This design comes from an exercise in tuning for small area and a short achievable clock period on the open sky130 flow, not from production work. At most, simulation tests tie the RTL to the original design; equivalence was not proved. Power and IR drop assume default switching activity.

==> inputs of 01-28 <==
==> flow/design.v <==
package csr_pkg;
    localparam int XLEN       = 32;
    localparam int CSR_ADDR_W = 12;
    localparam logic [CSR_ADDR_W-1:0] csr_addr_mstatus   = 12'h300;
    localparam logic [CSR_ADDR_W-1:0] csr_addr_misa      = 12'h301;
    localparam logic [CSR_ADDR_W-1:0] csr_addr_mie       = 12'h304;
    localparam logic [CSR_ADDR_W-1:0] csr_addr_mtvec     = 12'h305;
    localparam logic [CSR_ADDR_W-1:0] csr_addr_mscratch  = 12'h340;
    localparam logic [CSR_ADDR_W-1:0] csr_addr_mepc      = 12'h341;
    localparam logic [CSR_ADDR_W-1:0] csr_addr_mcause    = 12'h342;
    localparam logic [CSR_ADDR_W-1:0] csr_addr_mtval     = 12'h343;
    localparam logic [CSR_ADDR_W-1:0] csr_addr_mip       = 12'h344;
    localparam logic [CSR_ADDR_W-1:0] csr_addr_mcycle    = 12'hb00;
    localparam logic [CSR_ADDR_W-1:0] csr_addr_minstret  = 12'hb02;
    localparam logic [CSR_ADDR_W-1:0] csr_addr_mcycleh   = 12'hb80;
    localparam logic [CSR_ADDR_W-1:0] csr_addr_minstreth = 12'hb82;
    localparam logic [CSR_ADDR_W-1:0] csr_addr_cycle     = 12'hc00;
    localparam logic [CSR_ADDR_W-1:0] csr_addr_time      = 12'hc01;
    localparam logic [CSR_ADDR_W-1:0] csr_addr_instret   = 12'hc02;
    localparam logic [CSR_ADDR_W-1:0] csr_addr_cycleh    = 12'hc80;
    localparam logic [CSR_ADDR_W-1:0] csr_addr_timeh     = 12'hc81;
    localparam logic [CSR_ADDR_W-1:0] csr_addr_instreth  = 12'hc82;
    localparam logic [CSR_ADDR_W-1:0] csr_addr_mhartid   = 12'hf14;
    localparam logic [CSR_ADDR_W-1:0] csr_addr_mtimecmp  = 12'h7c0;
    localparam logic [CSR_ADDR_W-1:0] csr_addr_mtimecmph = 12'h7c1;
    typedef enum logic [2:0] {
        csr_op_rw  = 3'b001,
        csr_op_rs  = 3'b010,
        csr_op_rc  = 3'b011,
        csr_op_rwi = 3'b101,
        csr_op_rsi = 3'b110,
        csr_op_rci = 3'b111
    } csr_op_e;
    localparam logic [XLEN-1:0] cause_msi = 32'd3;
    localparam logic [XLEN-1:0] cause_mti = 32'd7;
    localparam logic [XLEN-1:0] cause_mei = 32'd11;
    localparam logic [XLEN-1:0] misa_value = 32'h4000_0100;  
    typedef struct packed {
        logic [XLEN-9:0] zero_hi;
        logic            mpie;
        logic [2:0]      zero_mid;
        logic            mie;
        logic [2:0]      zero_lo;
    } mstatus_t;
    localparam int msi_bit = 3;
    localparam int mti_bit = 7;
    localparam int mei_bit = 11;
    localparam logic [XLEN-1:0] irq_mask = (32'd1 << msi_bit) | (32'd1 << mti_bit)
                                         | (32'd1 << mei_bit);
endpackage
module csr_unit #(
    parameter logic [csr_pkg::XLEN-1:0] MSCRATCH_RESET = 32'hb000_0000,
    parameter logic [csr_pkg::XLEN-1:0] HART_ID        = 32'd1,
    parameter logic [63:0]              MTIMECMP_RESET = 64'h0000_0000_8000_0000,
    parameter logic                     MEIE_RESET     = 1'b1
) (
    input  logic                          clk,
    input  logic                          rst_n,
    input  logic                          instruction_vld,
    input  logic [csr_pkg::XLEN-1:0]      instruction_pld,
    input  logic [4:0]                    inst_rd_idx,
    input  logic                          inst_rd_en,
    input  logic [csr_pkg::XLEN-1:0]      rs1_val,
    input  logic [63:0]                   instret,
    input  logic                          trap_vld,
    input  logic [csr_pkg::XLEN-1:0]      trap_pc,
    input  logic [csr_pkg::XLEN-1:0]      trap_cause,
    input  logic [csr_pkg::XLEN-1:0]      trap_tval,
    input  logic                          mret_en,
    input  logic                          intr_meip,
    input  logic                          intr_msip,
    input  logic                          intr_rdy,
    output logic [4:0]                    reg_index,
    output logic                          reg_wr_en,
    output logic [csr_pkg::XLEN-1:0]      reg_val,
    output logic                          intr_vld,
    output logic [csr_pkg::XLEN-1:0]      intr_op,
    output logic [csr_pkg::XLEN-1:0]      mtvec_val,
    output logic [csr_pkg::XLEN-1:0]      mepc_val
);
    logic [11:0] addr;
    logic [2:0]  funct3;
    logic [31:0] src;
    logic        wren;
    logic        op_rw;
    logic        op_rc;
    logic [31:0] rdata;
    logic [31:0] wdata;
    assign addr   = instruction_pld[31:20];
    assign funct3 = instruction_pld[14:12];
    assign src    = funct3[2] ? {27'd0, instruction_pld[19:15]} : rs1_val;
    assign wren   = instruction_vld & (funct3[1:0] != 2'b00);
    assign op_rw  = funct3[1:0] == 2'b01;
    assign op_rc  = funct3[1:0] == 2'b11;
    assign wdata  = op_rw ? src : op_rc ? (rdata & ~src) : (rdata | src);
    assign reg_index = inst_rd_idx;
    assign reg_wr_en = instruction_vld & inst_rd_en;
    logic a_mstatus, a_misa, a_mie, a_mtvec, a_mscratch, a_mepc, a_mcause,
          a_mtval, a_mip, a_mhartid, a_cyc_lo, a_cyc_hi, a_ins_lo, a_ins_hi,
          a_cmp_lo, a_cmp_hi, a_mcycle, a_mcycleh;
    logic h3, h7, hb, hc, hf;           
    logic m0, m1, m4, m8, mc;           
    logic l0, l1, l2, l3, l4, l5;       
    assign h3 = addr[11:8] == 4'h3;
    assign h7 = addr[11:8] == 4'h7;
    assign hb = addr[11:8] == 4'hb;
    assign hc = addr[11:8] == 4'hc;
    assign hf = addr[11:8] == 4'hf;
    assign m0 = addr[7:4] == 4'h0;
    assign m1 = addr[7:4] == 4'h1;
    assign m4 = addr[7:4] == 4'h4;
    assign m8 = addr[7:4] == 4'h8;
    assign mc = addr[7:4] == 4'hc;
    assign l0 = addr[3:0] == 4'h0;
    assign l1 = addr[3:0] == 4'h1;
    assign l2 = addr[3:0] == 4'h2;
    assign l3 = addr[3:0] == 4'h3;
    assign l4 = addr[3:0] == 4'h4;
    assign l5 = addr[3:0] == 4'h5;
    assign a_mstatus  = h3 & m0 & l0;
    assign a_misa     = h3 & m0 & l1;
    assign a_mie      = h3 & m0 & l4;
    assign a_mtvec    = h3 & m0 & l5;
    assign a_mscratch = h3 & m4 & l0;
    assign a_mepc     = h3 & m4 & l1;
    assign a_mcause   = h3 & m4 & l2;
    assign a_mtval    = h3 & m4 & l3;
    assign a_mip      = h3 & m4 & l4;
    assign a_mhartid  = hf & m1 & l4;
    assign a_mcycle   = hb & m0 & l0;
    assign a_mcycleh  = hb & m8 & l0;
    assign a_cyc_lo   = (hb & m0 & l0) | (hc & m0 & (l0 | l1));
    assign a_cyc_hi   = (hb & m8 & l0) | (hc & m8 & (l0 | l1));
    assign a_ins_lo   = (hb | hc) & m0 & l2;
    assign a_ins_hi   = (hb | hc) & m8 & l2;
    assign a_cmp_lo   = h7 & mc & l0;
    assign a_cmp_hi   = h7 & mc & l1;
    logic [63:0] cycle;
    logic [63:0] cycle_inc;
    logic [63:0] mtimecmp;
    logic        st_mie, st_mpie;
    logic [2:0]  mie_q;      
    logic [2:0]  mip_q;      
    logic [31:2] mtvec_hi;
    logic        mtvec_b0;   
    logic [31:0] mscratch_q, mepc_q, mcause_q, mtval_q;
    logic        timer_pend;
    logic [8:0] blk_c;
    assign blk_c[0] = 1'b1;
    for (genvar j = 0; j < 8; j++) begin : g_inc
        logic [8:0] c;
        assign c[0] = blk_c[j];
        for (genvar i = 0; i < 8; i++) begin : g_bit
            assign cycle_inc[8*j+i] = cycle[8*j+i] ^ c[i];
            assign c[i+1]           = cycle[8*j+i] & c[i];
        end
        assign blk_c[j+1] = blk_c[j] & (&cycle[8*j+7:8*j]);
    end
    always_ff @(posedge clk or negedge rst_n) begin
        if (!rst_n) begin
            cycle <= '0;
        end else begin
            cycle[31:0]  <= (wren & a_mcycle)  ? wdata  : cycle_inc[31:0];
            cycle[63:32] <= (wren & a_mcycleh) ? wdata : cycle_inc[63:32];
        end
    end
    always_ff @(posedge clk or negedge rst_n) begin
        if (!rst_n) begin
            mtimecmp <= MTIMECMP_RESET;
        end else begin
            if (wren & a_cmp_lo) mtimecmp[31:0]  <= wdata;
            if (wren & a_cmp_hi) mtimecmp[63:32] <= wdata;
        end
    end
    logic [64:0] gt;
    assign gt[0] = 1'b0;
    for (genvar i = 0; i < 64; i++) begin : g_cmp
        assign gt[i+1] = (cycle[i] & ~mtimecmp[i]) | ((cycle[i] | ~mtimecmp[i]) & gt[i]);
    end
    assign timer_pend = gt[64];
    always_ff @(posedge clk or negedge rst_n) begin
        if (!rst_n) begin
            st_mie  <= 1'b0;
            st_mpie <= 1'b0;
        end else if (trap_vld) begin
            st_mpie <= st_mie;
            st_mie  <= 1'b0;
        end else if (mret_en) begin
            st_mie  <= st_mpie;
            st_mpie <= 1'b1;
        end else if (wren & a_mstatus) begin
            st_mie  <= wdata[3];
            st_mpie <= wdata[7];
        end
    end
    always_ff @(posedge clk or negedge rst_n) begin
        if (!rst_n) begin
            mie_q <= {MEIE_RESET, 2'b00};
        end else if (wren & a_mie) begin
            mie_q <= {wdata[11], wdata[7], wdata[3]};
        end
    end
    always_ff @(posedge clk or negedge rst_n) begin
        if (!rst_n) begin
            mtvec_hi <= '0;
            mtvec_b0 <= 1'b0;
        end else if (wren & a_mtvec) begin
            mtvec_hi <= wdata[31:2];
            if (!wdata[1]) mtvec_b0 <= wdata[0];
        end
    end
    always_ff @(posedge clk or negedge rst_n) begin
        if (!rst_n) begin
            mscratch_q <= MSCRATCH_RESET;
        end else if (wren & a_mscratch) begin
            mscratch_q <= wdata;
        end
    end
    always_ff @(posedge clk or negedge rst_n) begin
        if (!rst_n) begin
            mepc_q   <= '0;
            mcause_q <= '0;
            mtval_q  <= '0;
        end else if (trap_vld) begin
            mepc_q   <= trap_pc;
            mcause_q <= trap_cause;
            mtval_q  <= trap_cause[31] ? '0 : trap_tval;
        end else begin
            if (wren & a_mepc)   mepc_q   <= wdata;
            if (wren & a_mcause) mcause_q <= wdata;
            if (wren & a_mtval)  mtval_q  <= wdata;
        end
    end
    logic [2:0] pend;
    logic       src_any;
    assign src_any = intr_meip | intr_msip | timer_pend;
    assign pend    = mie_q & mip_q;
    assign intr_vld = st_mie & (|pend);
    always_ff @(posedge clk or negedge rst_n) begin
        if (!rst_n) begin
            mip_q <= '0;
        end else if (intr_vld & intr_rdy) begin
            mip_q <= '0;
        end else if (src_any) begin
            mip_q <= {intr_meip, timer_pend & ~intr_msip & ~intr_meip, intr_msip & ~intr_meip};
        end else if (wren & a_mip) begin
            mip_q <= {wdata[11], wdata[7], wdata[3]};
        end
    end
    always_comb begin
        intr_op = '0;
        if (intr_vld) begin
            if (pend[2])      intr_op = csr_pkg::cause_mei;
            else if (pend[0]) intr_op = csr_pkg::cause_msi;
            else              intr_op = csr_pkg::cause_mti;
        end
    end
    logic [31:0] mstatus_rd, mie_rd, mip_rd, mtvec_rd;
    assign mstatus_rd = {24'd0, st_mpie, 3'd0, st_mie, 3'd0};
    assign mie_rd     = {20'd0, mie_q[2], 3'd0, mie_q[1], 3'd0, mie_q[0], 3'd0};
    assign mip_rd     = {20'd0, mip_q[2], 3'd0, mip_q[1], 3'd0, mip_q[0], 3'd0};
    assign mtvec_rd   = {mtvec_hi, 1'b0, mtvec_b0};
    assign rdata = ({32{a_mstatus}}  & mstatus_rd)
                   | ({32{a_misa}}     & csr_pkg::misa_value)
                   | ({32{a_mie}}      & mie_rd)
                   | ({32{a_mtvec}}    & mtvec_rd)
                   | ({32{a_mscratch}} & mscratch_q)
                   | ({32{a_mepc}}     & mepc_q)
                   | ({32{a_mcause}}   & mcause_q)
                   | ({32{a_mtval}}    & mtval_q)
                   | ({32{a_mip}}      & mip_rd)
                   | ({32{a_mhartid}}  & HART_ID)
                   | ({32{a_cyc_lo}}   & cycle[31:0])
                   | ({32{a_cyc_hi}}   & cycle[63:32])
                   | ({32{a_ins_lo}}   & instret[31:0])
                   | ({32{a_ins_hi}}   & instret[63:32])
                   | ({32{a_cmp_lo}}   & mtimecmp[31:0])
                   | ({32{a_cmp_hi}}   & mtimecmp[63:32]);
    assign reg_val   = rdata;
    assign mtvec_val = mtvec_rd;
    assign mepc_val  = mepc_q;
endmodule
==> flow/flow/run.sh <==
#!/bin/bash
# The standard flow's layout, with two changes: abc maps with flow/abc_custom.script,
# and the port buffers are plain buf_1 cells.
set -euo pipefail
export CUSTOM_ABC_SCRIPT="$PWD/flow/abc_custom.script"
bash standard.sh SYNTH_SCRIPT="$PWD/flow/synth_custom.tcl" \
  BUFFER_PORTS_ARGS="-buffer_cell sky130_fd_sc_hd__buf_1" finish > standard_make.log 2>&1
==> flow/flow/abc_custom.script <==
&get -n
&st
&dch
&nf
&st
&syn2
&if -g -K 6
&synch2
&nf
&st
&syn2
&if -g -K 6
&synch2
&nf
&put
strash
dch
map
topo
buffer -c
stime -c
upsize -c
dnsize -c
==> flow/flow/synth_custom.tcl <==
proc synth {args} { yosys synth -nofsm -noshare {*}$args }
proc abc {args} {
  set i [lsearch -exact $args -script]
  if {$i >= 0} { lset args [expr {$i + 1}] $::env(CUSTOM_ABC_SCRIPT) }
  yosys abc {*}$args
}
source $::env(SCRIPTS_DIR)/synth.tcl
# left out here: clear keep_hierarchy, flatten, clean up, hide names made inside functions, write 1_2_yosys.v
==> flow/standard.sh <==
#!/bin/bash
# synth_recipe.tcl (not shown) runs the flow's synth.tcl, then flattens the netlist and writes it again
# the make line also repeats each setting of config.mk as NAME=value (left out here)
make -C /OpenROAD-flow-scripts/flow DESIGN_CONFIG=/design/flow/config.mk WORK_HOME=/design/flow/orfs CLKGATE_MAP_FILE= SYNTH_SCRIPT=/design/flow/synth_recipe.tcl "${@:-finish}"
==> flow/config.mk <==
export PLATFORM = sky130hd
export DESIGN_NAME = csr_unit
export DESIGN_NICKNAME = csr_unit
export VERILOG_FILES = /design/flow/design.v
export SDC_FILE = /design/flow/constraint.sdc
export NUM_CORES = 4
export LEC_CHECK = 0
export CAP_MARGIN = 20
export CORE_MARGIN = 2
export CORE_UTILIZATION = 55
export CTS_BUF_LIST = sky130_fd_sc_hd__clkbuf_8
export CTS_CLUSTER_DIAMETER = 50
export CTS_CLUSTER_SIZE = 12
export SETUP_SLACK_MARGIN = 1.5
export SLEW_MARGIN = 20
==> flow/constraint.sdc <==
create_clock -name core_clock -period 6.0 [get_ports {clk}]
set_input_delay 1.2000 -clock core_clock [delete_from_list [all_inputs] [get_ports {clk}]]
set_output_delay 1.2000 -clock core_clock [all_outputs]
set_load 0.01 [all_outputs]
==> inputs of 10-07, as changes to 01-28 <==
--- a/flow/design.v
+++ b/flow/design.v
@@ -98,43 +98,24 @@
     logic a_mstatus, a_misa, a_mie, a_mtvec, a_mscratch, a_mepc, a_mcause,
           a_mtval, a_mip, a_mhartid, a_cyc_lo, a_cyc_hi, a_ins_lo, a_ins_hi,
           a_cmp_lo, a_cmp_hi, a_mcycle, a_mcycleh;
-    logic h3, h7, hb, hc, hf;           
-    logic m0, m1, m4, m8, mc;           
-    logic l0, l1, l2, l3, l4, l5;       
-    assign h3 = addr[11:8] == 4'h3;
-    assign h7 = addr[11:8] == 4'h7;
-    assign hb = addr[11:8] == 4'hb;
-    assign hc = addr[11:8] == 4'hc;
-    assign hf = addr[11:8] == 4'hf;
-    assign m0 = addr[7:4] == 4'h0;
-    assign m1 = addr[7:4] == 4'h1;
-    assign m4 = addr[7:4] == 4'h4;
-    assign m8 = addr[7:4] == 4'h8;
-    assign mc = addr[7:4] == 4'hc;
-    assign l0 = addr[3:0] == 4'h0;
-    assign l1 = addr[3:0] == 4'h1;
-    assign l2 = addr[3:0] == 4'h2;
-    assign l3 = addr[3:0] == 4'h3;
-    assign l4 = addr[3:0] == 4'h4;
-    assign l5 = addr[3:0] == 4'h5;
-    assign a_mstatus  = h3 & m0 & l0;
-    assign a_misa     = h3 & m0 & l1;
-    assign a_mie      = h3 & m0 & l4;
-    assign a_mtvec    = h3 & m0 & l5;
-    assign a_mscratch = h3 & m4 & l0;
-    assign a_mepc     = h3 & m4 & l1;
-    assign a_mcause   = h3 & m4 & l2;
-    assign a_mtval    = h3 & m4 & l3;
-    assign a_mip      = h3 & m4 & l4;
-    assign a_mhartid  = hf & m1 & l4;
-    assign a_mcycle   = hb & m0 & l0;
-    assign a_mcycleh  = hb & m8 & l0;
-    assign a_cyc_lo   = (hb & m0 & l0) | (hc & m0 & (l0 | l1));
-    assign a_cyc_hi   = (hb & m8 & l0) | (hc & m8 & (l0 | l1));
-    assign a_ins_lo   = (hb | hc) & m0 & l2;
-    assign a_ins_hi   = (hb | hc) & m8 & l2;
-    assign a_cmp_lo   = h7 & mc & l0;
-    assign a_cmp_hi   = h7 & mc & l1;
+    assign a_mstatus  = addr == 12'h300;
+    assign a_misa     = addr == 12'h301;
+    assign a_mie      = addr == 12'h304;
+    assign a_mtvec    = addr == 12'h305;
+    assign a_mscratch = addr == 12'h340;
+    assign a_mepc     = addr == 12'h341;
+    assign a_mcause   = addr == 12'h342;
+    assign a_mtval    = addr == 12'h343;
+    assign a_mip      = addr == 12'h344;
+    assign a_mhartid  = addr == 12'hf14;
+    assign a_mcycle   = addr == 12'hb00;
+    assign a_mcycleh  = addr == 12'hb80;
+    assign a_cyc_lo   = a_mcycle  | (addr == 12'hc00) | (addr == 12'hc01);
+    assign a_cyc_hi   = a_mcycleh | (addr == 12'hc80) | (addr == 12'hc81);
+    assign a_ins_lo   = (addr == 12'hb02) | (addr == 12'hc02);
+    assign a_ins_hi   = (addr == 12'hb82) | (addr == 12'hc82);
+    assign a_cmp_lo   = addr == 12'h7c0;
+    assign a_cmp_hi   = addr == 12'h7c1;
     logic [63:0] cycle;
     logic [63:0] cycle_inc;
     logic [63:0] mtimecmp;
==> flow/flow/run.sh (replaced) <==
#!/bin/bash
set -euo pipefail
bash standard.sh BUFFER_PORTS_ARGS="-buffer_cell sky130_fd_sc_hd__buf_1" finish > standard_make.log 2>&1
Settings changed: SETUP_SLACK_MARGIN 1.5 to unset.
removed: flow/flow/abc_custom.script
removed: flow/flow/synth_custom.tcl
==> summary.txt <==
M3 GR Usage: 5.45%
Inst Count DP: 2554
detailed placement HPWL: 40400 um
DIE WIDTH: 179 um
post-cts resize count: 0
sequential power share: 50.0%
dpl ws: 783 ps
Clk power: 0.00170 W
M1 GR Usage: 50.0%
met2 wire length: 26800 um
RSZ-0062 raised after global routing: false
adder-cell share of the synthesized area: 4.33%
HP Class: reg -> reg
wire length per cell: 22.4 um
outcome: no timing/DRC/antenna violations
number of global-route vias before repair: 15.4k
comb pwr: 0.000455 W
clk latency of the worst-skew pair: 570 ps
fraction of layout cells with a size suffix above 1: 7.33%
# the run above: 10-07

==> summary.txt <==
M3 GR Usage: 7.76%
post-cts resize count: 23
met2 wire length: 32500 um
wire length per cell: 25.5 um
dpl ws: 1000 ps
detailed placement HPWL: 51800 um
sequential power share: 50.6%
fraction of layout cells with a size suffix above 1: 8.89%
outcome: no timing/DRC/antenna violations
HP Class: in -> async
clk latency of the worst-skew pair: 600 ps
Inst Count DP: 2707
RSZ-0062 raised after global routing: true
M1 GR Usage: 52.2%
number of global-route vias before repair: 16.7k
# the run above: 01-28

Function not checked in 01-28: the RTL went through the layout flow alone.

## port drivers added, routing unchanged
In the flow no input, the clock included, has a driving cell. The finished layouts below were timed again as built, in two steps. Step 1, drivers: a clkbuf_16 drives clk and a buf_2 each remaining input, both assumed. Step 2 also shifts input and output timing later by t, the mid clock arrival at the registers, as if the neighbouring blocks saw the same clock. Slacks: no drivers / after step 1 / after step 2; pairs: no drivers / after step 1.
| run | t (ns) | setup WS [ns] | latest minus earliest clock arrival (ns) |
|---|---|---|---|
| 01-28 | 0.632 | 1.459 / 1.437 / 1.437 | 0.052 / 0.052 |
| 10-07 | 0.605 | 0.725 / 0.704 / 0.704 | 0.026 / 0.025 |
After both steps setup and hold are still met in every run listed. The setup slack of 01-28, which loses most, moves by -0.022 ns with the drivers and by -0.022 ns with both steps.
